From an optimization exercise on the open Yosys and OpenROAD flow, aimed at small area, a short achievable clock period and few clock cycles; shortcuts taken in it are not production practice.
No run shown here included a check of the RTL's function; only the layout flow was run.
The flow treats the clock pin as an ideal source, which a real chip does not have.
Power is estimated from default activity; no workload was simulated.

$ cat flow/config.mk
export PLATFORM = sky130hd
export DESIGN_NAME = round_robin_thread_scheduler
export DESIGN_NICKNAME = round_robin_thread_scheduler
export VERILOG_FILES = /design/flow/design.v
export SDC_FILE = /design/flow/constraint.sdc
export NUM_CORES = 8
export LEC_CHECK = 0
export CAP_MARGIN = 20
export CORE_MARGIN = 2
export CORE_UTILIZATION = 52
export PLACE_DENSITY = 0.62
export SLEW_MARGIN = 50
export TNS_END_PERCENT = 0
$ cat flow/constraint.sdc
create_clock -name core_clock -period 12.0 [get_ports {clk_i}]
set_input_delay 2.4000 -clock core_clock [delete_from_list [all_inputs] [get_ports {clk_i}]]
set_output_delay 2.4000 -clock core_clock [all_outputs]
set_load 0.01 [all_outputs]
$ cat flow/design.v
`default_nettype none
package rrts_pkg;
  typedef enum logic [2:0] {
    MODE_TICK   = 3'd0,
    MODE_SPAWN  = 3'd1,
    MODE_TERM   = 3'd2,
    MODE_BLOCK  = 3'd3,
    MODE_RESUME = 3'd4,
    MODE_SLEEP  = 3'd5,
    MODE_QUERY  = 3'd6,
    MODE_NOP    = 3'd7
  } mode_e;
  typedef enum logic [1:0] {
    STAT_OK       = 2'd0,
    STAT_NO_FREE  = 2'd1,
    STAT_NO_THR   = 2'd2,
    STAT_MAIN_SLP = 2'd3
  } status_e;
  typedef enum logic [1:0] {
    RS_READY   = 2'd0,
    RS_RUNNING = 2'd1,
    RS_BLOCKED = 2'd2
  } run_state_e;
  localparam logic [31:0] QuantaMax = 32'hFFFF_FFFF;
endpackage
`default_nettype wire
`default_nettype none
module rrts_sat_inc
(
  input  wire logic [31:0] a_i,
  output logic      [31:0] inc_o
);
  assign inc_o = (a_i == rrts_pkg::QuantaMax) ? a_i : a_i + 32'd1;
endmodule
`default_nettype wire
`default_nettype none
module round_robin_thread_scheduler
#(
  parameter int MAX_THREADS = 16
) (
  input  wire logic        clk_i,
  input  wire logic        rst_ni,
  input  wire logic        in_valid_i,
  output logic             in_stall_o,
  input  wire logic [2:0]  mode_i,
  input  wire logic [3:0]  thread_id_i,
  input  wire logic [15:0] sleep_quanta_i,
  output logic             out_valid_o,
  input  wire logic        out_stall_i,
  output logic [1:0]       status_o,
  output logic [31:0]      result_value_o,
  output logic [3:0]       running_thread_o,
  output logic             running_valid_o,
  output logic [31:0]      total_quanta_o
);
  localparam int N = 16;
  logic [N-1:0]  used_q, rdy_q, held_q, slp_q;
  logic [31:0]   ptq_q [N];
  logic [15:0]   dl_q  [N];
  logic [N*N-1:0] ob_q;
  logic [3:0]    cur_q;
  logic          curv_q;
  logic [31:0]   gq_q;
  logic          ov_q;
  logic [1:0]    st_q;
  logic [31:0]   val_q;
  logic          stall_q, qry_q, qv_q;
  logic          sw_q, pop_q, rq_q;
  logic          spawn_q, term_q, blk_q, res_q, slpc_q;
  logic [3:0]    tgt_q;
  assign in_stall_o = stall_q;
  logic accept;
  assign accept = in_valid_i & ~in_stall_o;
  function automatic logic older(input logic [N*N-1:0] m, input int i, input int j);
    older = (i < j) ? m[i*N+j] : ~m[j*N+i];
  endfunction
  logic [N-1:0] head_oh;
  always_comb begin
    for (int i = 0; i < N; i++) begin
      head_oh[i] = rdy_q[i];
      for (int j = 0; j < N; j++)
        if (j != i) head_oh[i] = head_oh[i] & (~rdy_q[j] | older(ob_q, i, j));
    end
  end
  logic [3:0] head;
  always_comb begin
    head = '0;
    for (int i = 0; i < N; i++) if (head_oh[i]) head = head | 4'(i);
  end
  logic qne;
  assign qne = |rdy_q;
  logic [3:0] fid;
  logic       anyfree;
  always_comb begin
    fid = '0;
    for (int i = N-1; i >= 0; i--) if (!used_q[i]) fid = 4'(i);
  end
  assign anyfree = ~&used_q;
  logic [N-1:0] rsel_q, rsel_d;
  logic [31:0]  rdat, rinc;
  always_comb begin
    rdat = '0;
    for (int i = 0; i < N; i++) rdat = rdat | (ptq_q[i] & {32{rsel_q[i]}});
  end
  rrts_sat_inc u_inc (.a_i(rdat), .inc_o(rinc));
  logic [31:0] gq_inc;
  rrts_sat_inc u_ginc (.a_i(gq_q), .inc_o(gq_inc));
  logic is_tick, is_spawn, is_term, is_blk, is_res, is_slp, is_qry;
  assign is_tick  = mode_i == rrts_pkg::MODE_TICK;
  assign is_spawn = mode_i == rrts_pkg::MODE_SPAWN;
  assign is_term  = mode_i == rrts_pkg::MODE_TERM;
  assign is_blk   = mode_i == rrts_pkg::MODE_BLOCK;
  assign is_res   = mode_i == rrts_pkg::MODE_RESUME;
  assign is_slp   = mode_i == rrts_pkg::MODE_SLEEP;
  assign is_qry   = mode_i == rrts_pkg::MODE_QUERY;
  logic usedt, runt, slp_ok, swx, sw;
  logic [N-1:0] tid_oh;
  always_comb begin
    for (int i = 0; i < N; i++) tid_oh[i] = thread_id_i == 4'(i);
  end
  assign usedt  = |(used_q & tid_oh);
  assign runt   = curv_q & (cur_q == thread_id_i);
  assign slp_ok = curv_q & (cur_q != 4'd0);
  assign swx    = ((is_term | is_blk) & runt) | (is_slp & slp_ok);
  assign sw     = is_tick | swx;
  logic [1:0] st_d;
  always_comb begin
    st_d = rrts_pkg::STAT_OK;
    if (is_spawn && !anyfree) st_d = rrts_pkg::STAT_NO_FREE;
    if ((is_term || is_blk || is_res || is_qry) && !usedt) st_d = rrts_pkg::STAT_NO_THR;
    if (is_slp && !curv_q) st_d = rrts_pkg::STAT_NO_THR;
    if (is_slp && curv_q && cur_q == 4'd0) st_d = rrts_pkg::STAT_MAIN_SLP;
  end
  logic [3:0] cur_d;
  logic       curv_d;
  always_comb begin
    cur_d  = cur_q;
    curv_d = curv_q;
    if (is_tick) begin
      if (qne) begin
        cur_d  = head;
        curv_d = 1'b1;
      end
    end else if (swx) begin
      cur_d  = qne ? head : 4'd0;
      curv_d = qne;
    end
  end
  always_comb begin
    rsel_d = '0;
    if (is_qry) rsel_d[thread_id_i] = 1'b1;
    else if ((is_tick || swx) && qne) rsel_d = head_oh;
    else if (!swx && curv_q) rsel_d[cur_q] = 1'b1;
  end
  logic [15:0] qm2_q;
  logic        fwq_q;
  always_ff @(posedge clk_i) begin
    qm2_q <= sleep_quanta_i - 16'd2;
    fwq_q <= (sleep_quanta_i[15:1] == 15'd0) | (&gq_q[31:1]);
  end
  logic [15:0] gqa_q;
  always_ff @(posedge clk_i) begin
    if (!rst_ni) gqa_q <= gq_q[15:0];
    else if (accept && sw) gqa_q <= gq_inc[15:0];
  end
  logic [N-1:0] dhit_q;
  always_ff @(posedge clk_i) begin
    dhit_q[0] <= 1'b0;
    for (int i = 1; i < N; i++) dhit_q[i] <= dl_q[i] == gq_q[15:0];
  end
  always_ff @(posedge clk_i or negedge rst_ni) begin
    if (!rst_ni) begin
      ov_q   <= 1'b0;
      stall_q <= 1'b0;
      qry_q  <= 1'b0;
      cur_q  <= 4'd0;
      curv_q <= 1'b1;
      rsel_q <= N'(1);
      gq_q   <= 32'd1;
    end else begin
      stall_q <= accept | qry_q | (ov_q & out_stall_i);
      qry_q <= accept & is_qry;
      if (ov_q && !out_stall_i) ov_q <= 1'b0;
      if (qry_q) ov_q <= 1'b1;
      if (accept) begin
        ov_q   <= ~is_qry;
        cur_q  <= cur_d;
        curv_q <= curv_d;
        rsel_q <= rsel_d;
        if (sw) gq_q <= gq_inc;
      end
    end
  end
  always_ff @(posedge clk_i) begin
    if (accept) begin
      st_q  <= st_d;
      val_q <= (is_spawn && anyfree) ? 32'(fid) : 32'd0;
    end
    if (qv_q) val_q <= rdat;
  end
  always_ff @(posedge clk_i) begin
    sw_q    <= accept & sw;
    qv_q    <= accept & is_qry & usedt;
    pop_q   <= accept & sw & qne;
    rq_q    <= accept & is_tick & curv_q & qne;
    spawn_q <= accept & is_spawn & anyfree;
    term_q  <= accept & is_term & usedt;
    blk_q   <= accept & is_blk & usedt;
    res_q   <= accept & is_res & usedt;
    slpc_q  <= accept & is_slp & slp_ok;
    tgt_q   <= is_spawn ? fid : ((is_tick | is_slp) ? cur_q : thread_id_i);
  end
  logic        fw, dsat;
  logic [16:0] dsum;
  logic [15:0] dl_d;
  assign dsum = {1'b0, gqa_q} + {1'b0, qm2_q};
  assign dsat = (dsum[16] | (&dsum[15:0])) & (&gq_q[31:16]);
  assign dl_d = dsat ? 16'hFFFE : dsum[15:0];
  assign fw   = slpc_q & fwq_q;
  always_ff @(posedge clk_i) begin
    for (int i = 1; i < N; i++)
      if (slpc_q && tgt_q == 4'(i)) dl_q[i] <= dl_d;
  end
  logic [N-1:0] tsel, wake, push, rqsel;
  always_comb begin
    for (int i = 0; i < N; i++) begin
      tsel[i]  = tgt_q == 4'(i);
      rqsel[i] = rq_q & tsel[i];
      if (i == 0) wake[i] = 1'b0;
      else wake[i] = sw_q & used_q[i] & slp_q[i] & dhit_q[i];
      push[i] = rqsel[i] | (wake[i] & ~held_q[i]) | ((fw | spawn_q) & tsel[i])
              | (res_q & tsel[i] & used_q[i] & ~rdy_q[i] & ~slp_q[i]
                 & ~(curv_q & cur_q == 4'(i)));
    end
  end
  always_ff @(posedge clk_i or negedge rst_ni) begin
    if (!rst_ni) begin
      used_q <= N'(1);
      rdy_q  <= '0;
      held_q <= '0;
      slp_q  <= '0;
    end else begin
      for (int i = 0; i < N; i++) begin
        if (tsel[i] && spawn_q) begin
          used_q[i] <= 1'b1;
          held_q[i] <= 1'b0;
          slp_q[i]  <= 1'b0;
        end
        if (tsel[i] && term_q) begin
          used_q[i] <= 1'b0;
          held_q[i] <= 1'b0;
          slp_q[i]  <= 1'b0;
        end
        if (tsel[i] && blk_q) held_q[i] <= 1'b1;
        if (tsel[i] && res_q) held_q[i] <= 1'b0;
        if (i != 0 && tsel[i] && slpc_q && !fw) slp_q[i] <= 1'b1;
        if (wake[i]) slp_q[i] <= 1'b0;
        if ((pop_q && cur_q == 4'(i)) || (tsel[i] && (term_q || blk_q))) rdy_q[i] <= 1'b0;
        if (push[i]) rdy_q[i] <= 1'b1;
      end
    end
  end
  always_ff @(posedge clk_i) begin
    for (int i = 0; i < N; i++)
      for (int j = i + 1; j < N; j++)
        if (push[i] || push[j]) ob_q[i*N+j] <= push[j] & ~(push[i] & rqsel[j]);
  end
  logic [31:0]  pwd;
  logic [N-1:0] pwe;
  assign pwd = rinc & {32{~spawn_q}};
  assign pwe = ({N{spawn_q}} & tsel) | ({N{sw_q}} & rsel_q);
  always_ff @(posedge clk_i or negedge rst_ni) begin
    if (!rst_ni) ptq_q[0] <= 32'd1;
    else if (pwe[0]) ptq_q[0] <= pwd;
  end
  always_ff @(posedge clk_i) begin
    for (int i = 1; i < N; i++)
      if (pwe[i]) ptq_q[i] <= pwd;
  end
  assign out_valid_o      = ov_q;
  assign status_o         = st_q;
  assign result_value_o   = val_q;
  logic [3:0]  curo_q;
  logic        curvo_q;
  logic [31:0] gqo_q;
  always_ff @(posedge clk_i) begin
    if (accept) begin
      curo_q  <= cur_d;
      curvo_q <= curv_d;
    end
    if (!rst_ni) gqo_q <= gq_q;
    else if (accept && sw) gqo_q <= gq_inc;
  end
  assign running_thread_o = curo_q;
  assign running_valid_o  = curvo_q;
  assign total_quanta_o   = gqo_q;
endmodule
`default_nettype wire
$ cat flow/flow/run.sh
#!/bin/bash
# Standard layout with a tighter setup repair target (the clock stays at the design's period),
# a clock tree of fewer buffers and no dummy loads, port buffers sized up before clock tree
# synthesis, and cells stepped down in size after it wherever the worst slack allows.
cp standard.sh standard_copy.txt
export SETUP_SLACK_MARGIN=${SETUP_SLACK_MARGIN_OVERRIDE:-8.6}
export CTS_ARGS="-sink_clustering_enable -repair_clock_nets -dont_use_dummy_load -sink_clustering_size 22 -sink_clustering_max_diameter 100 -buf_list {sky130_fd_sc_hd__clkbuf_16}"
export PRE_CTS_TCL=$PWD/flow/iobuf.tcl
export POST_CTS_TCL=$PWD/flow/downsize.tcl
bash standard.sh > standard.log 2>&1
$ cat flow/flow/downsize.tcl
estimate_parasitics -placement
# Area recovery: step each cell down to the next smaller drive of the same function while the
# worst setup slack stays at or above what it was, and no max slew / capacitance violation appears.
proc ds_smaller { master } {
  # sky130_fd_sc_hd__<func>_<n> -> list of smaller sizes of the same function, largest first
  if { ![regexp {^(sky130_fd_sc_hd__[a-z0-9]+)_([0-9]+)$} $master -> base n] } { return {} }
  set out {}
  foreach lc [get_lib_cells ${base}_*] {
    set name [get_name $lc]
    if { [regexp "^${base}_(\[0-9\]+)\$" $name -> m] && $m < $n } { lappend out [list $m $name] }
  }
  set out [lsort -integer -decreasing -index 0 $out]
  return [lmap x $out { lindex $x 1 }]
}
set ds_dont_use [list]
foreach p $::env(DONT_USE_CELLS) { foreach lc [get_lib_cells -quiet $p] { lappend ds_dont_use [get_name $lc] } }
proc ds_violations {} {
  return [expr { [sta::max_slew_violation_count] + [sta::max_capacitance_violation_count] }]
}
set ds_target [expr { [sta::worst_slack -max] - 0.001 }]
set ds_viol [ds_violations]
puts "downsize: start wns [sta::worst_slack -max] viol $ds_viol"
set insts {}
foreach inst [get_cells *] {
  set m [get_property $inst ref_name]
  if { [string match "*clkbuf*" $m] || [string match "*tap*" $m] || [string match "*fill*" $m] || [string match "*decap*" $m] } { continue }
  if { [regexp {_([0-9]+)$} $m -> n] && $n > 1 } { lappend insts $inst }
}
set changed 0
foreach inst $insts {
  set name [get_full_name $inst]
  set orig [get_property $inst ref_name]
  foreach cand [ds_smaller $orig] {
    if { [lsearch -exact $ds_dont_use $cand] >= 0 } { continue }
    set cur [get_property [get_cells $name] ref_name]
    replace_cell $name $cand
    if { [sta::worst_slack -max] < $ds_target || [ds_violations] > $ds_viol } {
      replace_cell $name $cur
      break
    }
    incr changed
  }
}
puts "downsize: end wns [sta::worst_slack -max] changes $changed"
$ cat flow/flow/iobuf.tcl
# Size up the port buffers: the standard flow leaves slow delay cells or small buffers on the
# ports whose paths already meet the repair target.
proc iobuf_fix { inst } {
  set cell [get_property $inst ref_name]
  if { [string match "*dly*" $cell] || [string match "*__buf_1" $cell] || [string match "*__buf_2" $cell] } {
    puts "iobuf: [get_full_name $inst] $cell -> sky130_fd_sc_hd__buf_4"
    replace_cell [get_full_name $inst] sky130_fd_sc_hd__buf_4
  }
}
foreach port [all_outputs] {
  set net [get_nets -quiet [get_full_name $port]]
  if { $net == "" } { continue }
  foreach pin [get_pins -quiet -of_objects $net -filter "direction == output"] {
    iobuf_fix [get_cells -of_objects $pin]
  }
}
foreach port [all_inputs] {
  set name [get_full_name $port]
  if { $name == "clk_i" } { continue }
  set net [get_nets -quiet $name]
  if { $net == "" } { continue }
  foreach pin [get_pins -quiet -of_objects $net -filter "direction == input"] {
    iobuf_fix [get_cells -of_objects $pin]
  }
}
$ cat flow/standard.sh
#!/bin/bash
# synth_recipe.tcl (not shown) runs the flow's synth.tcl, then flattens the netlist and writes it again
# the make line also repeats each setting of config.mk as NAME=value (left out here)
make -C /OpenROAD-flow-scripts/flow DESIGN_CONFIG=/design/flow/config.mk WORK_HOME=/design/flow/orfs CLKGATE_MAP_FILE= SYNTH_SCRIPT=/design/flow/synth_recipe.tcl "${@:-finish}"
==> results of run 1 <==
==> worst max-delay path, stage by stage <==
cell and delay [ns]:
buf_2 0.16, xor2_1 0.17, nor3_1 0.32, a41o_4 0.37
o21a_4 0.24, o21a_4 0.20, and3_2 0.27, nand3_1 0.11
xnor2_1 0.14
==> final cells by class <==
type                    instances  share of cell area
multi-input cells            2153               0.287
repair buffers                207              0.0269
inverters                      58             0.00427
diodes                          3            0.000146
flip-flops and latches       1106               0.625
clock buffers                  56              0.0273
well taps                    1186              0.0289
==> sequential cells by signal, summed over array words and instances, names as in the netlist, 17 cells and up <==
signal,count
val_q,32
gqo_q,17
dl_q,240
ob_q,120
gq_q,32
ptq_q,512
==> layer usage <==
| metal | up-vias | GRT usage |
|---|---|---|
| met5 | - | 0 |
| met4 | 8 | 0.0915 |
| met3 | 322 | 0.0536 |
| met2 | 1650 | 0.514 |
| met1 | 16439 | 0.413 |
| li1 | 13548 | - |
==> where the power goes <==
group	total (mW)	internal, mW	switching, mW
logic	2.27	0.683	1.58
clock network	1.99	0.830	1.16
registers	5.01	4.79	0.220
total	9.27	6.30	2.97
==> cell families (layout without fill, tap and decap cells) <==
kind of cell | count (synthesis) | count (layout) | share of synthesized area
other | 0 | 3 | 0
xor gates and xnor gates | 359 | 359 | 0.0658
AOI/OAI and AO/OA | 820 | 821 | 0.123
muxes | 13 | 13 | 0.00298
buffers and inverters | 319 | 321 | 0.0328
adders and majority gates | 30 | 30 | 0.00801
and+or+nand+nor | 928 | 930 | 0.0978
DFF | 1106 | 1106 | 0.670
==> cell usage after synthesis (21+ instances only) <==
master and n:
edfxtp_1 911, nand2_1 344, xnor2_1 313, clkbuf_1 161, nor2_1 155, a21oi_1 153
a22o_1 146, dfrtp_1 145, a221oi_1 144, o21ai_0 116, nand4_1 94, a22oi_1 79
nand3_1 66, inv_1 53, nor4_1 46, xor2_1 46, dfxtp_1 45, nor3_1 40
nor2b_1 39, and4_1 31, o22ai_1 31, ha_1 29, buf_1 26, and3_1 25
buf_6 25, buf_4 24, o221ai_1 21
==> worst paths after layout <==
kind	startpoint	end	slack, ns	depth (start not counted)
setup reg to reg	gqa_q[4]$_DFFE_PP_	dl_q[3][0]$_DFFE_PP_	8.17	10
min in group asynchronous	rst_ni	gq_q[17]$_DFFE_PN0P_	1.64	1
hold reg to reg	qry_q$_DFF_PN0_	stall_q$_DFF_PN0_	0.45	2
max in group asynchronous	rst_ni	rdy_q[0]$_DFFE_PN0P_	9.31	2
hold / removal	qry_q$_DFF_PN0_	stall_q$_DFF_PN0_	0.45	2
setup / recovery	thread_id_i[0]	gq_q[23]$_DFFE_PN0P_	8.13	9
==> metrics by stage <==
step	setup WS [ns]	area, um^2	total power [mW]	utilization	hold WS, ns
2_1_floorplan	7.84	47900	6.36	-	0.427
3_3_place_gp	6.61	49600	7.10	0.543	0.444
3_5_place_dp	6.65	49800	7.18	0.545	0.440
5_1_grt	8.08	51300	9.58	0.561	0.476
6_report	8.13	51300	9.27	0.561	0.455
==> impl_results.md, run 1 <==
- Status: no timing/DRC/antenna violations
- Total congestion overflow: 0
- Maximum clock rate: 258 MHz
- Crit path launch type: primary input
- Power Density: 181 nW/um^2
- Wire per inst: 30.9 um
- Clock Sinks: 1106
- Buffers on Ports: 99
- DRT Pass-1 Iters: 6
- Slew Limit Headroom: 0.486
- Syn Inst Count: 3575
- Via count: 31967
- Hold WC Path Type: flop to flop
- WS Path Type: primary input to flop
- Hold Vio Cnt, Final: 0
- Largest net degree at the start of global routing: 75
- Leak Pwr: 17.8 nW
- Met3 wire len: 12700 um
- Most frequent cells in the layout: 911 x edfxtp_1, 329 x nand2_1, 312 x xnor2_1
- Gr usage total: 0.307
- M1 WL: 58800 um
- Ports: 100
- # rows: 111
- Commonest non-fill, non-tap cell in the layout: edfxtp_1
- Setup violations, final: 0
- Area share of the largest cell type after synthesis: 0.572
- Post-synthesis sequential area ratio: 0.670
- Area Overhead vs Synth: 7.22%
- Synth area leader: edfxtp_1
- # Max-Cap Violations: 0
- Vias in the first global route: 31656
- DRC errors left: 0
- Core footprint: 91400 um^2
- Asr flop ratio synth: 0.136
- Later-pin clock latency in the skew report: 0.67 ns
- Setup TNS: 0 ns
- Avg Inst Size Synth: 13.4 um^2
- Syn nets: 3632
- Starting Density: 0.523
- Max-slew violation count: 0
- First-pass GRT wire length: 213000 um
- Layout cells sized above 1: 0.0891
- Die Wd: 307 um
- Die height: 307 um
- Antenna violations before repair: 6
- Detailed placement HPWL: 86800 um
- Fin crit period: 3.87 ns
- Worst VDD drop: 0.133 mV
- Final net count: 3639
- Crit path capture type: flop
- Met2 Routed Length: 71300 um
- Clock transition at path regs: 0.09 ns
- Synth Cell Area: 47800 um^2
- DRT Wirelength: 148000 um
- Worst Skew: 0.0680 ns
- Gpl congestion: 0.912
- Crit-path max FO: 8
- Worst EP required: 12.51 ns
- Synth unique cells: 84
- Placed insts: 4681
- Multi-input logic area: 14700 um^2
- Die area: 94400 um^2
- Post-synth EDFFs: 911
- Finished Layout Cells: 4769
- Ys flop type: edfxtp_1
- Final worst path period share: 0.323
- Antenna-violating nets left: 0
- Ys Warns: 3
- Routed vias/inst: 6.70
- Synth top area cells: edfxtp_1 57%, dfrtp_1 7.6%, xnor2_1 5.7%, nand2_1 2.7%, a22o_1 2.7%
- CP arrival: 4.38 ns
- RSZ-0062 raised after global routing: yes
- #FFs+latches synth: 1106
- Initial drt markers: 3953
- FILL cells: 7483
- Top Layer Used: met5
- Worst-Margin Slew: 0.764 ns
- CTS tree: done
- Register area: 32100 um^2
==> run 2: changes to the inputs <==
--- a/flow/config.mk
+++ b/flow/config.mk
@@ -10,4 +10,4 @@
 export CORE_UTILIZATION = 52
 export PLACE_DENSITY = 0.62
-export SLEW_MARGIN = 50
+export SLEW_MARGIN = 40
 export TNS_END_PERCENT = 0
==> run 2 against run 1 <==
Still clean on timing, DRC and antenna. Final area decreased by 0.29%. First-iteration DRC count decreased by 6.8%. Synthesized cell count unchanged. Cell count about the same. Power increased by 0.16%. Register-to-register slack about the same. Combinational power about the same. Count of clock-buffer cells in the layout unchanged. Critical endpoint unchanged.
==> impl_results.md, run 2 <==
- Max reg flops: 512 (unchanged)
- Area Overhead vs Synth: 6.92% (was 7.22%)
- Maximum clock rate: 259 MHz (was 258 MHz)
- Via count: 32109 (was 31967)
- DRC errors left: 0 (unchanged)
- Status: no timing/DRC/antenna violations (unchanged)
- DRT Wirelength: 147000 um (was 148000 um)
- # rows: 111 (unchanged)
- WS Path Type: primary input to flop (unchanged)
- Fin crit period: 3.86 ns (was 3.87 ns)
- Gr usage total: 0.307 (about the same)
- Initial drt markers: 3686 (was 3953)
- Simple-gate portion of the synthesized area: 0.0978 (unchanged)
- Crit-path max FO: 8 (unchanged)
- Setup TNS: 0 ns (unchanged)
- Total congestion overflow: 0 (unchanged)
- Antenna-violating nets left: 0 (unchanged)
- Top cells by count, synth: 911 x edfxtp_1, 344 x nand2_1, 313 x xnor2_1 (unchanged)
- DRT Pass-1 Iters: 6 (unchanged)
- Xor/xnor share of the synthesized area: 0.0658 (unchanged)
- Sequential power share: 0.538 (was 0.540)
- Synth unique cells: 84 (unchanged)
- Min-Delay Path Depth: 2 (unchanged)
- Commonest non-fill, non-tap cell in the layout: edfxtp_1 (unchanged)
- Register area: 32000 um^2 (was 32100 um^2)
- Routed vias/inst: 6.73 (was 6.70)
- Largest family of logic cells by synthesized area: compound AO/OA/AOI/OAI gates (unchanged)
- FILL cells: 7554 (was 7483)
- Max incr delay on CP: 0.35 ns (was 0.37 ns)
- Ports: 100 (unchanged)
- Top reg by flops: ptq_q (unchanged)
- Power, Total: 9.28 mW (was 9.27 mW)
- Area share of the largest cell type after synthesis: 0.572 (unchanged)
- Die Wd: 307 um (unchanged)
- Most instantiated library cell after synthesis: edfxtp_1 (unchanged)
- Setup violations, final: 0 (unchanged)
- Hold WC Path Type: flop to flop (unchanged)
- Combinational share of power: 0.246 (was 0.245)
- Buffers on Ports: 99 (unchanged)
- CP arrival: 4.40 ns (was 4.38 ns)
- Synth top area cells: edfxtp_1 57%, dfrtp_1 7.6%, xnor2_1 5.7%, nand2_1 2.7%, a22o_1 2.7% (unchanged)
- Post-synthesis compound-gate area fraction: 0.123 (unchanged)
- RSZ-0062 raised after global routing: yes (unchanged)
- First-pass GRT wire length: 213000 um (about the same)
- Slew Limit Headroom: 0.338 (was 0.486)
- Synth Area in Adders: 0.00801 (unchanged)
- Clock Sinks: 1106 (unchanged)
- Hold Vio Cnt, Final: 0 (unchanged)
- Syn nets: 3632 (unchanged)
- Synth area leader: edfxtp_1 (unchanged)
- Switching share of power: 0.321 (was 0.320)
- Most frequent cells in the layout: 911 x edfxtp_1, 329 x nand2_1, 312 x xnor2_1 (unchanged)
- Vias in the first global route: 31669 (was 31656)
- Die height: 307 um (unchanged)
- # Max-Cap Violations: 0 (unchanged)
- Antenna violations before repair: 7 (was 6)
- Layout cells sized above 1: 0.0796 (was 0.0891)
- Worst-Margin Slew: 0.984 ns (was 0.764 ns)
- #FFs+latches synth: 1106 (unchanged)
- Detailed placement HPWL: 86700 um (was 86800 um)
- Wire per inst: 30.9 um (about the same)
- Critical-path cell list: buf_2 -> xor2_1 -> nor3_2 -> a41o_4 -> o21a_4 -> o21a_2 -> and3_2 -> nand3_1 -> xnor2_1 (was buf_2 -> xor2_1 -> nor3_1 -> a41o_4 -> o21a_4 -> o21a_4 -> and3_2 -> nand3_1 -> xnor2_1)
- Crit path capture type: flop (unchanged)
- Starting Density: 0.523 (unchanged)
- Sw power: 2.98 mW (was 2.97 mW)
- Worst EP required: 12.54 ns (was 12.51 ns)
- CTS tree: done (unchanged)
- Syn Inst Count: 3575 (unchanged)
- Post-synth EDFFs: 911 (unchanged)
- Later-pin clock latency in the skew report: 0.67 ns (about the same)
- Worst Skew: 0.0432 ns (was 0.0680 ns)
- Power Density: 182 nW/um^2 (was 181 nW/um^2)
- Hold Slack: 0.455 ns (about the same)
- Leak Pwr: 17.8 nW (about the same)
- Mux share of post-synthesis cell area: 0.00298 (unchanged)
- Post-synthesis sequential area ratio: 0.670 (unchanged)
- Gpl congestion: 0.912 (unchanged)
- Max-slew violation count: 0 (unchanged)
- Clock network power share: 0.215 (about the same)
- Core footprint: 91400 um^2 (unchanged)
- Slowest CP cell: a41o_4 (unchanged)
- Multi-input logic area: 14600 um^2 (was 14700 um^2)
- Ys Warns: 3 (unchanged)
- Top flop regs: ptq_q (512), dl_q (240), ob_q (120) (unchanged)
- Synth Cell Area: 47800 um^2 (unchanged)
- Reg2reg path depth: 11 (was 10)
- Crit path launch type: primary input (unchanged)
- Internal: 6.31 mW (was 6.30 mW)
- Asr flop ratio synth: 0.136 (unchanged)
- Worst VDD drop: 0.137 mV (was 0.133 mV)
- Final net count: 3639 (unchanged)
- Clock transition at path regs: 0.09 ns (about the same)
- Largest net degree at the start of global routing: 75 (unchanged)
- Ys flop type: edfxtp_1 (unchanged)
- Final worst path period share: 0.322 (was 0.323)
- Die area: 94400 um^2 (unchanged)
- Avg Inst Size Synth: 13.4 um^2 (unchanged)
run 2: cell counts after synthesis:
No cell type changed its count.
run 2: cell type report:
cell class              instances  share of cell area
clock buffers                  56              0.0274
repair buffers                208              0.0258
well taps                    1186              0.0290
multi-input cells            2152               0.287
diodes                          2           0.0000979
inverters                      58             0.00431
flip-flops and latches       1106               0.627
run 2: path summary, 6_finish.rpt:
| path | from | endpoint | slack, ns |
|---|---|---|---|
| hold / removal | qry_q$_DFF_PN0_ | stall_q$_DFF_PN0_ | 0.45 |
| max in group asynchronous | rst_ni | rsel_q[2]$_DFFE_PN0P_ | 9.27 |
| setup / recovery | thread_id_i[0] | gq_q[23]$_DFFE_PN0P_ | 8.14 |
| hold reg to reg | qry_q$_DFF_PN0_ | stall_q$_DFF_PN0_ | 0.45 |
| min in group asynchronous | rst_ni | gq_q[17]$_DFFE_PN0P_ | 1.65 |
| setup reg to reg | rsel_q[0]$_DFFE_PN1P_ | ptq_q[9][13]$_DFFE_PP_ | 8.17 |
run 2: logic make-up after synthesis:
kind of cell / Yosys count
AOI/OAI and AO/OA: 820
xor gates and xnor gates: 359
adders and majority gates: 30
buffers and inverters: 319
DFF: 1106
muxes: 13
and+or+nand+nor: 928
run 2: metal layers:
metal	share of wire	global-route usage	wire length, um
met1	0.40	0.416	58500
met2	0.48	0.512	70900
met3	0.089	0.0498	13200
met4	0.033	0.0942	4860
met5	0.00047	0	69
run 2: critical path: cells and delay by family:
family,cells,cell delay (ns)
AOI/OAI and AO/OA,3,0.83
xor gates and xnor gates,2,0.33
and+or+nand+nor,3,0.66
buffers and inverters,1,0.16
run 2: power groups by stage:
| stage | clock network (mW) | registers, mW | logic (mW) |
|---|---|---|---|
| 2_1_floorplan | 0 | 4.95 | 1.42 |
| 3_3_place_gp | 0 | 5.08 | 2.02 |
| 3_5_place_dp | 0 | 5.09 | 2.08 |
| 5_1_grt | 2.14 | 5.01 | 2.44 |
| 6_report | 2.00 | 5.00 | 2.29 |
run 2: through the flow:
step                 util  instances  setup WS [ns]  area [um^2]
floorplan               -       3575           7.84        47900
global placement    0.543       4679           6.61        49600
detailed placement  0.544       4679           6.63        49700
global route        0.559       4767           8.06        51100
finish              0.559       4768           8.14        51100
==> run 3: changes to the inputs <==
--- a/flow/design.v
+++ b/flow/design.v
@@ -68,5 +68,5 @@
   logic          sw_q, pop_q, rq_q;
   logic          spawn_q, term_q, blk_q, res_q, slpc_q;
-  logic [3:0]    tgt_q;
+  logic [N-1:0]  tsel;
   assign in_stall_o = stall_q;
   logic accept;
@@ -90,4 +90,11 @@
   logic qne;
   assign qne = |rdy_q;
+  logic [N-1:0] tid_oh, cur_oh;
+  always_comb begin
+    for (int i = 0; i < N; i++) begin
+      tid_oh[i] = thread_id_i == 4'(i);
+      cur_oh[i] = cur_q == 4'(i);
+    end
+  end
   logic [3:0] fid;
   logic       anyfree;
@@ -97,4 +104,8 @@
   end
   assign anyfree = ~&used_q;
+  logic [N-1:0] fid_oh;
+  always_comb begin
+    for (int i = 0; i < N; i++) fid_oh[i] = ~used_q[i] & (&(used_q | ~((N'(1) << i) - N'(1))));
+  end
   logic [N-1:0] rsel_q, rsel_d;
   logic [31:0]  rdat, rinc;
@@ -115,9 +126,5 @@
   assign is_qry   = mode_i == rrts_pkg::MODE_QUERY;
   logic usedt, runt, slp_ok, swx, sw;
-  logic [N-1:0] tid_oh;
-  always_comb begin
-    for (int i = 0; i < N; i++) tid_oh[i] = thread_id_i == 4'(i);
-  end
-  assign usedt  = |(used_q & tid_oh);
+  assign usedt  = used_q[thread_id_i];
   assign runt   = curv_q & (cur_q == thread_id_i);
   assign slp_ok = curv_q & (cur_q != 4'd0);
@@ -158,9 +165,4 @@
     qm2_q <= sleep_quanta_i - 16'd2;
     fwq_q <= (sleep_quanta_i[15:1] == 15'd0) | (&gq_q[31:1]);
-  end
-  logic [15:0] gqa_q;
-  always_ff @(posedge clk_i) begin
-    if (!rst_ni) gqa_q <= gq_q[15:0];
-    else if (accept && sw) gqa_q <= gq_inc[15:0];
   end
   logic [N-1:0] dhit_q;
@@ -209,10 +211,10 @@
     res_q   <= accept & is_res & usedt;
     slpc_q  <= accept & is_slp & slp_ok;
-    tgt_q   <= is_spawn ? fid : ((is_tick | is_slp) ? cur_q : thread_id_i);
+    tsel    <= is_spawn ? fid_oh : ((is_tick | is_slp) ? cur_oh : tid_oh);
   end
   logic        fw, dsat;
   logic [16:0] dsum;
   logic [15:0] dl_d;
-  assign dsum = {1'b0, gqa_q} + {1'b0, qm2_q};
+  assign dsum = {1'b0, gq_q[15:0]} + {1'b0, qm2_q};
   assign dsat = (dsum[16] | (&dsum[15:0])) & (&gq_q[31:16]);
   assign dl_d = dsat ? 16'hFFFE : dsum[15:0];
@@ -220,10 +222,9 @@
   always_ff @(posedge clk_i) begin
     for (int i = 1; i < N; i++)
-      if (slpc_q && tgt_q == 4'(i)) dl_q[i] <= dl_d;
-  end
-  logic [N-1:0] tsel, wake, push, rqsel;
+      if (slpc_q && tsel[i]) dl_q[i] <= dl_d;
+  end
+  logic [N-1:0] wake, push, rqsel;
   always_comb begin
     for (int i = 0; i < N; i++) begin
-      tsel[i]  = tgt_q == 4'(i);
       rqsel[i] = rq_q & tsel[i];
       if (i == 0) wake[i] = 1'b0;
@@ -231,5 +232,5 @@
       push[i] = rqsel[i] | (wake[i] & ~held_q[i]) | ((fw | spawn_q) & tsel[i])
               | (res_q & tsel[i] & used_q[i] & ~rdy_q[i] & ~slp_q[i]
-                 & ~(curv_q & cur_q == 4'(i)));
+                 & ~rsel_q[i]);
     end
   end
@@ -256,5 +257,5 @@
         if (i != 0 && tsel[i] && slpc_q && !fw) slp_q[i] <= 1'b1;
         if (wake[i]) slp_q[i] <= 1'b0;
-        if ((pop_q && cur_q == 4'(i)) || (tsel[i] && (term_q || blk_q))) rdy_q[i] <= 1'b0;
+        if ((pop_q && rsel_q[i]) || (tsel[i] && (term_q || blk_q))) rdy_q[i] <= 1'b0;
         if (push[i]) rdy_q[i] <= 1'b1;
       end
@@ -268,6 +269,6 @@
   logic [31:0]  pwd;
   logic [N-1:0] pwe;
+  always_ff @(posedge clk_i) pwe <= {N{accept}} & (({N{is_spawn}} & fid_oh) | ({N{sw}} & rsel_d));
   assign pwd = rinc & {32{~spawn_q}};
-  assign pwe = ({N{spawn_q}} & tsel) | ({N{sw_q}} & rsel_q);
   always_ff @(posedge clk_i or negedge rst_ni) begin
     if (!rst_ni) ptq_q[0] <= 32'd1;
--- a/flow/flow/run.sh
+++ b/flow/flow/run.sh
@@ -4,5 +4,5 @@
 # synthesis, and cells stepped down in size after it wherever the worst slack allows.
 cp standard.sh standard_copy.txt
-export SETUP_SLACK_MARGIN=${SETUP_SLACK_MARGIN_OVERRIDE:-8.6}
+export SETUP_SLACK_MARGIN=${SETUP_SLACK_MARGIN_OVERRIDE:-8.8}
 export CTS_ARGS="-sink_clustering_enable -repair_clock_nets -dont_use_dummy_load -sink_clustering_size 22 -sink_clustering_max_diameter 100 -buf_list {sky130_fd_sc_hd__clkbuf_16}"
 export PRE_CTS_TCL=$PWD/flow/iobuf.tcl
--- a/flow/config.mk
+++ b/flow/config.mk
@@ -8,6 +8,6 @@
 export CAP_MARGIN = 20
 export CORE_MARGIN = 2
-export CORE_UTILIZATION = 52
-export PLACE_DENSITY = 0.62
-export SLEW_MARGIN = 40
+export CORE_UTILIZATION = 60
+export PLACE_DENSITY = 0.7
+export SLEW_MARGIN = 20
 export TNS_END_PERCENT = 0
==> run 3 against run 2 <==
Synthesized area is 1.4% higher. Critical path depth is 1 higher. Cell count is 0.76% lower. Core utilization is 9.0 points higher. First-iteration DRC count is 29% higher. Largest power group unchanged. Largest cell class unchanged. Combinational power is about 30% higher. Register-to-register slack worse by 0.06 ns. Global-route usage is 5.7 points higher. Count of clock-buffer cells in the layout is 1 higher. Still clean on timing, DRC and antenna. Die area is 12% lower.
==> impl_results.md, run 3 <==
- Clock transition at path regs: 0.09 ns (about the same)
- Most instantiated library cell after synthesis: edfxtp_1 (unchanged)
- Die Wd: 288 um (was 307 um)
- Most frequent cells in the layout: 911 x edfxtp_1, 345 x nand2_1, 287 x xnor2_1 (was 911 x edfxtp_1, 329 x nand2_1, 312 x xnor2_1)
- Crit path launch type: flop (was primary input)
- Critical-path cell list: ha_4 -> fa_2 -> a211oi_2 -> o21ai_1 -> a21oi_1 -> xor2_1 -> or4b_1 -> or4_1 -> or4_4 -> o311a_4 (was buf_2 -> xor2_1 -> nor3_2 -> a41o_4 -> o21a_4 -> o21a_2 -> and3_2 -> nand3_1 -> xnor2_1)
- Sw power: 3.52 mW (was 2.98 mW)
- Hold Vio Cnt, Final: 0 (unchanged)
- Starting Density: 0.604 (was 0.523)
- Via count: 33235 (was 32109)
- Sequential power share: 0.516 (was 0.538)
- Max incr delay on CP: 0.54 ns (was 0.35 ns)
- Setup violations, final: 0 (unchanged)
- Area Overhead vs Synth: 7.51% (was 6.92%)
- Slowest CP cell: or4_4 (was a41o_4)
- Antenna-violating nets left: 0 (unchanged)
- First-pass GRT wire length: 219000 um (was 213000 um)
- Gr usage total: 0.364 (was 0.307)
- Ys Warns: 3 (unchanged)
- Final net count: 3730 (was 3639)
- Final worst path period share: 0.324 (was 0.322)
- CTS tree: done (unchanged)
- Worst Skew: 0.0634 ns (was 0.0432 ns)
- Worst VDD drop: 0.167 mV (was 0.137 mV)
- Die area: 83100 um^2 (was 94400 um^2)
- Finished Layout Cells: 4732 (was 4768)
- Fin crit period: 3.89 ns (was 3.86 ns)
- Top cells by count, synth: 911 x edfxtp_1, 363 x nand2_1, 287 x xnor2_1 (was 911 x edfxtp_1, 344 x nand2_1, 313 x xnor2_1)
- Gpl congestion: 0.974 (was 0.912)
- Syn nets: 3737 (was 3632)
- Internal: 6.78 mW (was 6.31 mW)
- Placed insts: 4634 (was 4679)
- Top reg by flops: ptq_q (unchanged)
- # rows: 104 (was 111)
- Slew Limit Headroom: 0.176 (was 0.338)
- Ports: 100 (unchanged)
- Vias in the first global route: 32340 (was 31669)
- Post-synthesis sequential area ratio: 0.672 (was 0.670)
- Core footprint: 80300 um^2 (was 91400 um^2)
- Setup TNS: 0 ns (unchanged)
- Asr flop ratio synth: 0.132 (was 0.136)
- Power, Total: 10.3 mW (was 9.28 mW)
- Cell area after layout: 52100 um^2 (was 51100 um^2)
- Crit path capture type: flop (unchanged)
- Top flop regs: ptq_q (512), dl_q (240), ob_q (120) (unchanged)
- Leak Pwr: 18.0 nW (was 17.8 nW)
- Post-synth EDFFs: 911 (unchanged)
- Wire per inst: 32.3 um (was 30.9 um)
- Initial drt markers: 4759 (was 3686)
- Synth unique cells: 75 (was 84)
- Crit-path max FO: 8 (unchanged)
- Buffers on Ports: 99 (unchanged)
- Max reg flops: 512 (unchanged)
- DRT Pass-1 Iters: 6 (unchanged)
- Synth Cell Area: 48500 um^2 (was 47800 um^2)
- Worst-Margin Slew: 1.22 ns (was 0.984 ns)
- Hold WC Path Type: flop to flop (unchanged)
- Max-slew violation count: 0 (unchanged)
- Status: no timing/DRC/antenna violations (unchanged)
- Ys flop type: edfxtp_1 (unchanged)
- Maximum clock rate: 257 MHz (was 259 MHz)
- Power Density: 198 nW/um^2 (was 182 nW/um^2)
- CP arrival: 4.27 ns (was 4.40 ns)
- Avg Inst Size Synth: 13.2 um^2 (was 13.4 um^2)
- Switching share of power: 0.342 (was 0.321)
- DRC errors left: 0 (unchanged)
- RSZ-0062 raised after global routing: yes (unchanged)
- Placement Cell Area: 50300 um^2 (was 49700 um^2)
- DRT Wirelength: 153000 um (was 147000 um)
- Detailed placement HPWL: 91600 um (was 86700 um)
- Total congestion overflow: 0 (unchanged)
- # Max-Cap Violations: 0 (unchanged)
- #FFs+latches synth: 1134 (was 1106)
- Area share of the largest cell type after synthesis: 0.564 (was 0.572)
- Synth top area cells: edfxtp_1 56%, dfrtp_1 7.5%, xnor2_1 5.2%, dfxtp_1 3.0%, nand2_1 2.8% (was edfxtp_1 57%, dfrtp_1 7.6%, xnor2_1 5.7%, nand2_1 2.7%, a22o_1 2.7%)
- Later-pin clock latency in the skew report: 0.67 ns (about the same)
- R2r setup slk: 8.11 ns (was 8.17 ns)
- # diodes: 0 (was 2)
- Clock network power share: 0.196 (was 0.215)
- Antenna violations before repair: 1 (was 7)
- Largest net degree at the start of global routing: 114 (was 75)
- Commonest non-fill, non-tap cell in the layout: edfxtp_1 (unchanged)
- Layout cells sized above 1: 0.0792 (was 0.0796)
- Die height: 288 um (was 307 um)
- Worst EP required: 12.38 ns (was 12.54 ns)
- Syn Inst Count: 3681 (was 3575)
- Combinational share of power: 0.288 (was 0.246)
- Routed vias/inst: 7.02 (was 6.73)
- WS Path Type: flop to flop (was primary input to flop)
- Synth area leader: edfxtp_1 (unchanged)
- Clock Sinks: 1134 (was 1106)
- Hold Slack: 0.475 ns (was 0.455 ns)
run 3: layer usage:
layer,GRT usage,vias up,share of wire
li1,-,13907,-
met1,0.494,16731,0.37
met2,0.603,2201,0.48
met3,0.0570,396,0.11
met4,0.130,0,0.043
met5,0,-,0
run 3: final cells by class:
cell class	instances	area [um^2]
Fill cell	5948	28100
Timing Repair Buffer	210	1360
Sequential cell	1134	32600
Tap cell	1060	1330
Clock buffer	57	1430
Multi-Input combinational cell	2202	15200
Inverter	69	268
run 3: path summary, 6_finish.rpt:
kind                                     start                    end  depth (start not counted)
setup / recovery           gq_q[0]$_DFFE_PN1P_   dl_q[4][0]$_DFFE_PP_                         10
setup reg to reg           gq_q[0]$_DFFE_PN1P_   dl_q[4][0]$_DFFE_PP_                         10
hold reg to reg                qry_q$_DFF_PN0_      stall_q$_DFF_PN0_                          2
min in group asynchronous               rst_ni   gq_q[10]$_DFFE_PN0P_                          1
hold / removal                 qry_q$_DFF_PN0_      stall_q$_DFF_PN0_                          2
max in group asynchronous               rst_ni  rsel_q[1]$_DFFE_PN0P_                          1
run 3: kinds of logic (layout without fill, tap and decap cells):
kind of cell               count (synthesis)  count (layout)  synth area share
AOI/OAI and AO/OA                        842             843             0.126
xor gates and xnor gates                 358             358            0.0646
adders and majority gates                 29              29           0.00764
buffers and inverters                    347             336            0.0289
DFF                                     1134            1134             0.672
muxes                                     18              18           0.00521
and+or+nand+nor                          953             954            0.0958
run 3: through the flow:
step,setup slack (ns),util
6_report,8.11,0.649
3_5_place_dp,6.15,0.627
3_3_place_gp,6.20,0.627
2_1_floorplan,7.82,-
5_1_grt,8.06,0.649
run 3: power groups by stage:
stage	logic, mW	clock network (mW)	registers, mW
detailed placement	2.58	0	5.46
global placement	2.50	0	5.45
floorplan	1.73	0	5.24
finish	2.97	2.02	5.32
global route	3.12	2.15	5.33
run 3: worst max-delay path: cells and delay by family (launching register included):
kind | cells | cell delay [ns]
flip-flops | 1 | 0.40
AO/OA/AOI/OAI | 4 | 1.05
XOR/XNOR | 1 | 0.11
adder cells (fa/ha/maj) | 2 | 0.56
AND/OR/NAND/NOR | 3 | 1.47
==> run 4: changes to the inputs <==
--- a/flow/design.v
+++ b/flow/design.v
@@ -63,7 +63,9 @@
   logic [31:0]   gq_q;
   logic          ov_q;
-  logic [1:0]    st_q;
-  logic [31:0]   val_q;
-  logic          stall_q, qry_q, qv_q;
+  logic [1:0]    st_q, sto_q;
+  logic [3:0]    sid_q;
+  logic          qres_q;
+  logic [31:0]   valo_q;
+  logic          stall_q, qry_q;
   logic          sw_q, pop_q, rq_q;
   logic          spawn_q, term_q, blk_q, res_q, slpc_q;
@@ -196,12 +198,16 @@
   always_ff @(posedge clk_i) begin
     if (accept) begin
-      st_q  <= st_d;
-      val_q <= (is_spawn && anyfree) ? 32'(fid) : 32'd0;
+      st_q   <= st_d;
+      sid_q  <= (is_spawn && anyfree) ? fid : 4'd0;
+      qres_q <= is_qry & usedt;
     end
-    if (qv_q) val_q <= rdat;
+  end
+  always_ff @(posedge clk_i) begin
+    sto_q <= accept ? st_d : st_q;
+    if (accept) valo_q <= (is_spawn && anyfree) ? 32'(fid) : 32'd0;
+    else valo_q <= qres_q ? rdat : 32'(sid_q);
   end
   always_ff @(posedge clk_i) begin
     sw_q    <= accept & sw;
-    qv_q    <= accept & is_qry & usedt;
     pop_q   <= accept & sw & qne;
     rq_q    <= accept & is_tick & curv_q & qne;
@@ -280,14 +286,12 @@
   end
   assign out_valid_o      = ov_q;
-  assign status_o         = st_q;
-  assign result_value_o   = val_q;
+  assign status_o         = sto_q;
+  assign result_value_o   = valo_q;
   logic [3:0]  curo_q;
   logic        curvo_q;
   logic [31:0] gqo_q;
   always_ff @(posedge clk_i) begin
-    if (accept) begin
-      curo_q  <= cur_d;
-      curvo_q <= curv_d;
-    end
+    curo_q  <= accept ? cur_d : cur_q;
+    curvo_q <= accept ? curv_d : curv_q;
     if (!rst_ni) gqo_q <= gq_q;
     else if (accept && sw) gqo_q <= gq_inc;
==> run 4 against run 3 <==
Still clean on timing, DRC and antenna. Critical path type unchanged. Worst setup slack better by 0.086 ns. Clock power hardly changed. Fmax is 2.3% higher. Register-to-register slack better by 0.09 ns. Cell count is 1.9% higher.
==> impl_results.md, run 4 <==
- Max-slew violation count: 0 (unchanged)
- Starting Density: 0.606 (was 0.604)
- #FFs+latches synth: 1138 (was 1134)
- Min-Delay Path Depth: 2 (unchanged)
- Largest net degree at the start of global routing: 72 (was 114)
- Layout cells sized above 1: 0.0978 (was 0.0792)
- Status: no timing/DRC/antenna violations (unchanged)
- Worst-Margin Slew: 1.33 ns (was 1.22 ns)
- Placement Cell Area: 50500 um^2 (was 50300 um^2)
- Clock Sinks: 1138 (was 1134)
- DRC errors left: 0 (unchanged)
- Crit path launch type: flop (unchanged)
- Post-synth EDFFs: 879 (was 911)
- Asr flop ratio synth: 0.132 (about the same)
- Hold endpoint: stall_q$_DFF_PN0_ (unchanged)
- Most instantiated library cell after synthesis: edfxtp_1 (unchanged)
- Finished Core Util: 0.651 (was 0.649)
- Top flop regs: ptq_q (512), dl_q (240), ob_q (120) (unchanged)
- Final net count: 3820 (was 3730)
- Antenna-violating nets left: 0 (unchanged)
- Vias in the first global route: 33100 (was 32340)
- Top cells by count, synth: 879 x edfxtp_1, 403 x nand2_1, 311 x xnor2_1 (was 911 x edfxtp_1, 363 x nand2_1, 287 x xnor2_1)
- Die height: 290 um (was 288 um)
- Gpl congestion: 0.972 (was 0.974)
- Worst EP required: 12.38 ns (about the same)
- Worst VDD drop: 0.153 mV (was 0.167 mV)
- Synth top area cells: edfxtp_1 54%, dfrtp_1 7.4%, xnor2_1 5.6%, dfxtp_1 4.5%, nand2_1 3.1% (was edfxtp_1 56%, dfrtp_1 7.5%, xnor2_1 5.2%, dfxtp_1 3.0%, nand2_1 2.8%)
- Slew Limit Headroom: 0.106 (was 0.176)
- Worst flop-to-flop path endpoint: ptq_q[12][29]$_DFFE_PP_ (was dl_q[4][0]$_DFFE_PP_)
- CP arrival: 4.19 ns (was 4.27 ns)
- Avg Inst Size Synth: 13.1 um^2 (was 13.2 um^2)
- RSZ-0062 raised after global routing: yes (unchanged)
- Syn Inst Count: 3737 (was 3681)
- Buffers on Ports: 99 (unchanged)
- Setup violations, final: 0 (unchanged)
- Crit-path max FO: 15 (was 8)
- Reg2reg path depth: 13 (was 10)
- Core footprint: 80700 um^2 (was 80300 um^2)
- Hold Vio Cnt, Final: 0 (unchanged)
- First-pass GRT wire length: 221000 um (was 219000 um)
- Ys flop type: edfxtp_1 (unchanged)
- DRT Pass-1 Iters: 6 (unchanged)
- Clock transition at path regs: 0.09 ns (about the same)
- Fin crit period: 3.81 ns (was 3.89 ns)
- Gr usage total: 0.364 (about the same)
- Synth unique cells: 94 (was 75)
- Detailed placement HPWL: 92500 um (was 91600 um)
- Ys Warns: 3 (unchanged)
- Hold path start: qry_q$_DFF_PN0_ (unchanged)
- Top reg by flops: ptq_q (unchanged)
- WS Path Type: flop to flop (unchanged)
- Worst Setup Slack, final: 8.19 ns (was 8.11 ns)
- Synth Cell Area: 48900 um^2 (was 48500 um^2)
- Crit path capture type: flop (unchanged)
- DRT Wirelength: 153000 um (about the same)
- Final worst path period share: 0.317 (was 0.324)
- CTS tree: done (unchanged)
- Maximum clock rate: 263 MHz (was 257 MHz)
- Power Density: 202 nW/um^2 (was 198 nW/um^2)
- Hold WC Path Type: flop to flop (unchanged)
- Post-synthesis sequential area ratio: 0.661 (was 0.672)
- Max reg flops: 512 (unchanged)
- # rows: 104 (unchanged)
- Most frequent cells in the layout: 879 x edfxtp_1, 387 x nand2_1, 307 x xnor2_1 (was 911 x edfxtp_1, 345 x nand2_1, 287 x xnor2_1)
- Antenna violations before repair: 1 (unchanged)
- Via count: 33877 (was 33235)
- Later-pin clock latency in the skew report: 0.67 ns (about the same)
- Ports: 100 (unchanged)
- Total congestion overflow: 0 (unchanged)
- R2r setup slk: 8.19 ns (was 8.11 ns)
- Commonest non-fill, non-tap cell in the layout: edfxtp_1 (unchanged)
- Syn nets: 3793 (was 3737)
- Placement Setup Slack: 6.26 ns (was 6.15 ns)
- Worst Skew: 0.0444 ns (was 0.0634 ns)
- Die Wd: 290 um (was 288 um)
- # diodes: 0 (unchanged)
- Area share of the largest cell type after synthesis: 0.540 (was 0.564)
- Setup TNS: 0 ns (unchanged)
- Die area: 83800 um^2 (was 83100 um^2)
- R2r startpoint: rsel_q[5]$_DFFE_PN0P_ (was gq_q[0]$_DFFE_PN1P_)
- Cell area after layout: 52500 um^2 (was 52100 um^2)
- Area Overhead vs Synth: 7.41% (was 7.51%)
- Leak Pwr: 18.2 nW (was 18.0 nW)
- Routed vias/inst: 7.03 (was 7.02)
- # Max-Cap Violations: 0 (unchanged)
- Synth area leader: edfxtp_1 (unchanged)
- Wire per inst: 31.8 um (was 32.3 um)
- Initial drt markers: 4514 (was 4759)
[run 4: metrics by stage]
| stage | hold WS [ns] | std cells | power (mW) |
|---|---|---|---|
| 2_1_floorplan | 0.427 | 3737 | 7.27 |
| 3_3_place_gp | 0.449 | 4692 | 8.27 |
| 3_5_place_dp | 0.469 | 4692 | 8.37 |
| 5_1_grt | 0.501 | 4822 | 11.0 |
| 6_report | 0.476 | 4822 | 10.6 |
[run 4: logic make-up after synthesis]
family                   after synthesis  synth area share
XOR/XNOR                             348            0.0623
adder cells (fa/ha/maj)               29           0.00757
buffers and inverters                363            0.0373
multiplexers                          18           0.00522
AO/OA/AOI/OAI                        858             0.127
flip-flops                          1138             0.661
AND/OR/NAND/NOR                      983             0.100
[run 4: report_power, final]
group / internal [mW] / switching [mW] / total (mW)
registers: 5.17 / 0.255 / 5.43
logic: 0.947 / 2.22 / 3.17
clock network: 0.843 / 1.18 / 2.03
total: 6.97 / 3.66 / 10.6
[run 4: final cells by class]
type                       count  area (um^2)
timing repair buffer         245         1600
fill                        6097        28100
inverter                      84          320
sequential                  1138        32400
clock buffer                  57         1430
multi-input combinational   2238        15500
tap                         1060         1330
[run 4: worst max-delay path, cell delays in order (launching register included)]
cell      delay (ns)
dfrtp_4         0.45
buf_2           0.28
buf_2           0.29
a22o_1          0.19
a221oi_1        0.05
and4_1          0.33
nor4_4          0.40
clkbuf_2        0.25
and3_1          0.27
nor4_2          0.08
buf_4           0.17
a21boi_0        0.37
nor3_1          0.15
buf_4           0.25
[run 4: worst max path at each step]
stage / slack [ns] / endpoint / startpoint
2_1_floorplan: 7.82 / pwe[14]$_DFF_P_ / thread_id_i[1]
3_5_place_dp: 6.26 / gq_q[19]$_DFFE_PN0P_ / thread_id_i[1]
5_1_grt: 8.20 / ptq_q[2][29]$_DFFE_PP_ / rsel_q[5]$_DFFE_PN0P_
6_report: 8.19 / ptq_q[12][29]$_DFFE_PP_ / rsel_q[5]$_DFFE_PN0P_
3_3_place_gp: 6.35 / gq_q[19]$_DFFE_PN0P_ / thread_id_i[1]
[run 4: metal layers]
| metal | up-vias | track usage | part of all wire |
|---|---|---|---|
| li1 | 14137 | - | - |
| met1 | 17061 | 0.488 | 0.37 |
| met2 | 2177 | 0.600 | 0.48 |
| met3 | 502 | 0.0548 | 0.098 |
| met4 | 0 | 0.156 | 0.053 |
| met5 | - | 0 | 0 |
==> run 5: changes to the inputs <==
--- a/flow/design.v
+++ b/flow/design.v
@@ -63,12 +63,12 @@
   logic [31:0]   gq_q;
   logic          ov_q;
-  logic [1:0]    st_q, sto_q;
+  logic [1:0]    st_q;
+  logic [31:0]   valo_q;
   logic [3:0]    sid_q;
   logic          qres_q;
-  logic [31:0]   valo_q;
-  logic          stall_q, qry_q;
+  logic          stall_q;
   logic          sw_q, pop_q, rq_q;
   logic          spawn_q, term_q, blk_q, res_q, slpc_q;
-  logic [N-1:0]  tsel;
+  logic [3:0]    tgt_q;
   assign in_stall_o = stall_q;
   logic accept;
@@ -92,11 +92,4 @@
   logic qne;
   assign qne = |rdy_q;
-  logic [N-1:0] tid_oh, cur_oh;
-  always_comb begin
-    for (int i = 0; i < N; i++) begin
-      tid_oh[i] = thread_id_i == 4'(i);
-      cur_oh[i] = cur_q == 4'(i);
-    end
-  end
   logic [3:0] fid;
   logic       anyfree;
@@ -106,15 +99,19 @@
   end
   assign anyfree = ~&used_q;
-  logic [N-1:0] fid_oh;
+  logic [N-1:0] rsel_q, rsel_d, tid_oh, msel, pwe;
+  logic [31:0]  rdat, rdq_q, rinc, qval;
+  logic         fwd;
   always_comb begin
-    for (int i = 0; i < N; i++) fid_oh[i] = ~used_q[i] & (&(used_q | ~((N'(1) << i) - N'(1))));
+    for (int i = 0; i < N; i++) tid_oh[i] = thread_id_i == 4'(i);
   end
-  logic [N-1:0] rsel_q, rsel_d;
-  logic [31:0]  rdat, rinc;
+  assign fwd  = |(tid_oh & pwe);
+  assign msel = in_stall_o ? rsel_q : (tid_oh & ~pwe);
   always_comb begin
     rdat = '0;
-    for (int i = 0; i < N; i++) rdat = rdat | (ptq_q[i] & {32{rsel_q[i]}});
+    for (int i = 0; i < N; i++) rdat = rdat | (ptq_q[i] & {32{msel[i]}});
   end
-  rrts_sat_inc u_inc (.a_i(rdat), .inc_o(rinc));
+  always_ff @(posedge clk_i) rdq_q <= rdat;
+  rrts_sat_inc u_inc (.a_i(rdq_q), .inc_o(rinc));
+  assign qval = rdat | (rinc & {32{fwd}});
   logic [31:0] gq_inc;
   rrts_sat_inc u_ginc (.a_i(gq_q), .inc_o(gq_inc));
@@ -177,5 +174,4 @@
       ov_q   <= 1'b0;
       stall_q <= 1'b0;
-      qry_q  <= 1'b0;
       cur_q  <= 4'd0;
       curv_q <= 1'b1;
@@ -183,10 +179,8 @@
       gq_q   <= 32'd1;
     end else begin
-      stall_q <= accept | qry_q | (ov_q & out_stall_i);
-      qry_q <= accept & is_qry;
+      stall_q <= accept | (ov_q & out_stall_i);
       if (ov_q && !out_stall_i) ov_q <= 1'b0;
-      if (qry_q) ov_q <= 1'b1;
       if (accept) begin
-        ov_q   <= ~is_qry;
+        ov_q   <= 1'b1;
         cur_q  <= cur_d;
         curv_q <= curv_d;
@@ -198,5 +192,5 @@
   always_ff @(posedge clk_i) begin
     if (accept) begin
-      st_q   <= st_d;
+      st_q  <= st_d;
       sid_q  <= (is_spawn && anyfree) ? fid : 4'd0;
       qres_q <= is_qry & usedt;
@@ -204,6 +198,5 @@
   end
   always_ff @(posedge clk_i) begin
-    sto_q <= accept ? st_d : st_q;
-    if (accept) valo_q <= (is_spawn && anyfree) ? 32'(fid) : 32'd0;
+    if (accept) valo_q <= (is_qry && usedt) ? qval : ((is_spawn && anyfree) ? 32'(fid) : 32'd0);
     else valo_q <= qres_q ? rdat : 32'(sid_q);
   end
@@ -217,5 +210,5 @@
     res_q   <= accept & is_res & usedt;
     slpc_q  <= accept & is_slp & slp_ok;
-    tsel    <= is_spawn ? fid_oh : ((is_tick | is_slp) ? cur_oh : tid_oh);
+    tgt_q   <= is_spawn ? fid : ((is_tick | is_slp) ? cur_q : thread_id_i);
   end
   logic        fw, dsat;
@@ -228,9 +221,10 @@
   always_ff @(posedge clk_i) begin
     for (int i = 1; i < N; i++)
-      if (slpc_q && tsel[i]) dl_q[i] <= dl_d;
+      if (slpc_q && tgt_q == 4'(i)) dl_q[i] <= dl_d;
   end
-  logic [N-1:0] wake, push, rqsel;
+  logic [N-1:0] tsel, wake, push, rqsel;
   always_comb begin
     for (int i = 0; i < N; i++) begin
+      tsel[i]  = tgt_q == 4'(i);
       rqsel[i] = rq_q & tsel[i];
       if (i == 0) wake[i] = 1'b0;
@@ -238,5 +232,5 @@
       push[i] = rqsel[i] | (wake[i] & ~held_q[i]) | ((fw | spawn_q) & tsel[i])
               | (res_q & tsel[i] & used_q[i] & ~rdy_q[i] & ~slp_q[i]
-                 & ~rsel_q[i]);
+                 & ~(curv_q & cur_q == 4'(i)));
     end
   end
@@ -263,5 +257,5 @@
         if (i != 0 && tsel[i] && slpc_q && !fw) slp_q[i] <= 1'b1;
         if (wake[i]) slp_q[i] <= 1'b0;
-        if ((pop_q && rsel_q[i]) || (tsel[i] && (term_q || blk_q))) rdy_q[i] <= 1'b0;
+        if ((pop_q && cur_q == 4'(i)) || (tsel[i] && (term_q || blk_q))) rdy_q[i] <= 1'b0;
         if (push[i]) rdy_q[i] <= 1'b1;
       end
@@ -274,6 +268,12 @@
   end
   logic [31:0]  pwd;
-  logic [N-1:0] pwe;
-  always_ff @(posedge clk_i) pwe <= {N{accept}} & (({N{is_spawn}} & fid_oh) | ({N{sw}} & rsel_d));
+  logic [N-1:0] fid_oh;
+  always_comb begin
+    for (int i = 0; i < N; i++) fid_oh[i] = ~used_q[i] & (&(used_q | ~((N'(1) << i) - N'(1))));
+  end
+  always_ff @(posedge clk_i or negedge rst_ni) begin
+    if (!rst_ni) pwe <= '0;
+    else pwe <= (accept && is_spawn) ? fid_oh : ({N{sw_q}} & rsel_q);
+  end
   assign pwd = rinc & {32{~spawn_q}};
   always_ff @(posedge clk_i or negedge rst_ni) begin
@@ -286,5 +286,5 @@
   end
   assign out_valid_o      = ov_q;
-  assign status_o         = sto_q;
+  assign status_o         = st_q;
   assign result_value_o   = valo_q;
   logic [3:0]  curo_q;
@@ -292,6 +292,8 @@
   logic [31:0] gqo_q;
   always_ff @(posedge clk_i) begin
-    curo_q  <= accept ? cur_d : cur_q;
-    curvo_q <= accept ? curv_d : curv_q;
+    if (accept) begin
+      curo_q  <= cur_d;
+      curvo_q <= curv_d;
+    end
     if (!rst_ni) gqo_q <= gq_q;
     else if (accept && sw) gqo_q <= gq_inc;
--- a/flow/flow/run.sh
+++ b/flow/flow/run.sh
@@ -4,5 +4,5 @@
 # synthesis, and cells stepped down in size after it wherever the worst slack allows.
 cp standard.sh standard_copy.txt
-export SETUP_SLACK_MARGIN=${SETUP_SLACK_MARGIN_OVERRIDE:-8.8}
+export SETUP_SLACK_MARGIN=${SETUP_SLACK_MARGIN_OVERRIDE:-8.6}
 export CTS_ARGS="-sink_clustering_enable -repair_clock_nets -dont_use_dummy_load -sink_clustering_size 22 -sink_clustering_max_diameter 100 -buf_list {sky130_fd_sc_hd__clkbuf_16}"
 export PRE_CTS_TCL=$PWD/flow/iobuf.tcl
==> run 5 against run 4 <==
Sequential cell count is 19 higher. Fmax is 5.6% lower. Sequential share of layout area barely moved. Hold slack got worse by 0.022 ns. Routed wire length decreased by 1.0%. Final area rose by 1.4%. Non-clock buffer count increased by 2. Synthesized area increased by 0.70%. Critical path depth shrank 6. Largest power group unchanged.
==> impl_results.md, run 5 <==
- Hold path start: ov_q$_DFFE_PN0P_ (was qry_q$_DFF_PN0_)
- Wire per inst: 30.8 um (was 31.8 um)
- Die Wd: 291 um (was 290 um)
- Switching share of power: 0.302 (was 0.345)
- Syn nets: 3856 (was 3793)
- Maximum clock rate: 248 MHz (was 263 MHz)
- RSZ-0062 raised after global routing: yes (unchanged)
- Finished Core Util: 0.652 (was 0.651)
- Status: no timing/DRC/antenna violations (unchanged)
- Simple-gate portion of the synthesized area: 0.105 (was 0.100)
- Worst flop-to-flop path endpoint: ptq_q[3][11]$_DFFE_PP_ (was ptq_q[12][29]$_DFFE_PP_)
- Gr usage total: 0.355 (was 0.364)
- Most frequent cells in the layout: 884 x edfxtp_1, 387 x nand2_1, 306 x xnor2_1 (was 879 x edfxtp_1, 387 x nand2_1, 307 x xnor2_1)
- Total congestion overflow: 0 (unchanged)
- Clock network power share: 0.235 (was 0.191)
- Layout cells sized above 1: 0.0689 (was 0.0978)
- Largest family of logic cells by synthesized area: compound AO/OA/AOI/OAI gates (unchanged)
- Commonest non-fill, non-tap cell in the layout: edfxtp_1 (unchanged)
- Die area: 84400 um^2 (was 83800 um^2)
- CP arrival: 4.33 ns (was 4.19 ns)
- Synth top area cells: edfxtp_1 54%, dfrtp_1 8.1%, xnor2_1 5.4%, dfxtp_1 4.4%, nand2_1 3.1% (was edfxtp_1 54%, dfrtp_1 7.4%, xnor2_1 5.6%, dfxtp_1 4.5%, nand2_1 3.1%)
- Final net count: 3921 (was 3820)
- Placement Cell Area: 51400 um^2 (was 50500 um^2)
- Routed vias/inst: 6.90 (was 7.03)
- Setup TNS: 0 ns (unchanged)
- Antenna-violating nets left: 0 (unchanged)
- Worst Setup Slack, final: 7.97 ns (was 8.19 ns)
- Via count: 34060 (was 33877)
- Worst VDD drop: 0.114 mV (was 0.153 mV)
- Asr flop ratio synth: 0.143 (was 0.132)
- Setup violations, final: 0 (unchanged)
- Most instantiated library cell after synthesis: edfxtp_1 (unchanged)
- Die height: 291 um (was 290 um)
- FILL cells: 6144 (was 6097)
- Cell area after layout: 53300 um^2 (was 52500 um^2)
- Worst Skew: 0.0446 ns (was 0.0444 ns)
- R2r startpoint: rdq_q[3]$_DFF_P_ (was rsel_q[5]$_DFFE_PN0P_)
- Hold WC Path Type: flop to flop (unchanged)
- Syn Inst Count: 3799 (was 3737)
- Ports: 100 (unchanged)
- Leak Pwr: 18.7 nW (was 18.2 nW)
- Synth Cell Area: 49300 um^2 (was 48900 um^2)
- Synth Area in Adders: 0.00777 (was 0.00757)
- Hold Vio Cnt, Final: 0 (unchanged)
- Worst EP required: 12.30 ns (was 12.38 ns)
- Synth unique cells: 88 (was 94)
- R2r setup slk: 7.97 ns (was 8.19 ns)
- Avg Inst Size Synth: 13.0 um^2 (was 13.1 um^2)
- Core footprint: 81700 um^2 (was 80700 um^2)
## run 5: cell types whose count changed after synthesis, moves of 36 or more
cell      change
a22oi_1      +86
buf_2        +47
a22o_1       -49
o21ai_0      +36
a221oi_1     -47
nand3_1      +60
and3_1       +37
## run 5: power by group through the flow
stage	sequential [mW]	combinational (mW)	clock (mW)
after floorplan	4.99	1.01	0
after global placement	5.13	1.58	0
after detailed placement	5.13	1.62	0
after global routing	5.07	1.79	2.21
final	5.05	1.69	2.07
## run 5: cell families (layout without fill, tap and decap cells)
| kind of cell | count (synthesis) | in the layout |
|---|---|---|
| flops | 1157 | 1157 |
| simple gates | 1046 | 1047 |
| fa+ha+maj | 30 | 30 |
| compound gates | 851 | 851 |
| buf+inv | 316 | 378 |
| xor+xnor | 358 | 358 |
| other cells | 0 | 1 |
| mux | 41 | 41 |
## run 5: worst max path at each step
| stage | from | to | slack (ns) | cells after the start |
|---|---|---|---|---|
| 5_1_grt | thread_id_i[1] | valo_q[5]$_DFF_P_ | 7.86 | 13 |
| 6_report | rdq_q[3]$_DFF_P_ | ptq_q[3][11]$_DFFE_PP_ | 7.97 | 7 |
| 2_1_floorplan | thread_id_i[3] | gq_q[27]$_DFFE_PN0P_ | 7.68 | 11 |
| 3_5_place_dp | thread_id_i[2] | gq_q[27]$_DFFE_PN0P_ | 6.27 | 10 |
| 3_3_place_gp | thread_id_i[0] | valo_q[3]$_DFF_P_ | 6.35 | 12 |
## run 5: final cells by class
class                           instances  area (um^2)  share of cell area
Clock buffer                           58         1450              0.0272
Sequential cell                      1157        32900               0.617
Timing Repair Buffer                  247         2000              0.0376
Antenna cell                            1         2.50           0.0000470
Inverter                               73          277             0.00519
Multi-Input combinational cell       2327        15300               0.288
Tap cell                             1070         1340              0.0251
## run 5: critical path, stage by stage, from the launching register on
cell and delay (ns):
dfxtp_1 0.49, nand3_1 0.28, nor4_2 0.83, a31oi_1 0.41, nor2b_1 0.30, and3_1 0.22, xnor2_1 0.20, nor2_1 0.92
## run 5: metrics by stage
step | cells | hold WS, ns | total power [mW]
2_1_floorplan | 3799 | 0.463 | 6.01
5_1_grt | 4932 | 0.502 | 9.07
6_report | 4933 | 0.455 | 8.81
3_5_place_dp | 4803 | 0.485 | 6.76
3_3_place_gp | 4803 | 0.474 | 6.71
## run 5: per-layer routing
layer | share of wire | global-route usage | vias to the layer above
li1 | - | - | 14376
met2 | 0.48 | 0.582 | 2249
met1 | 0.38 | 0.475 | 16971
met5 | 0.00033 | 0 | -
met4 | 0.045 | 0.142 | 8
met3 | 0.10 | 0.0623 | 456

Check on run 5: ideal ports give 7.970 ns setup slack; a clkbuf_16 on the clock port and buf_2 on the inputs give 7.970 ns; moving port delays by the midpoint clock arrival (0.722 ns) as well gives 7.261 ns.
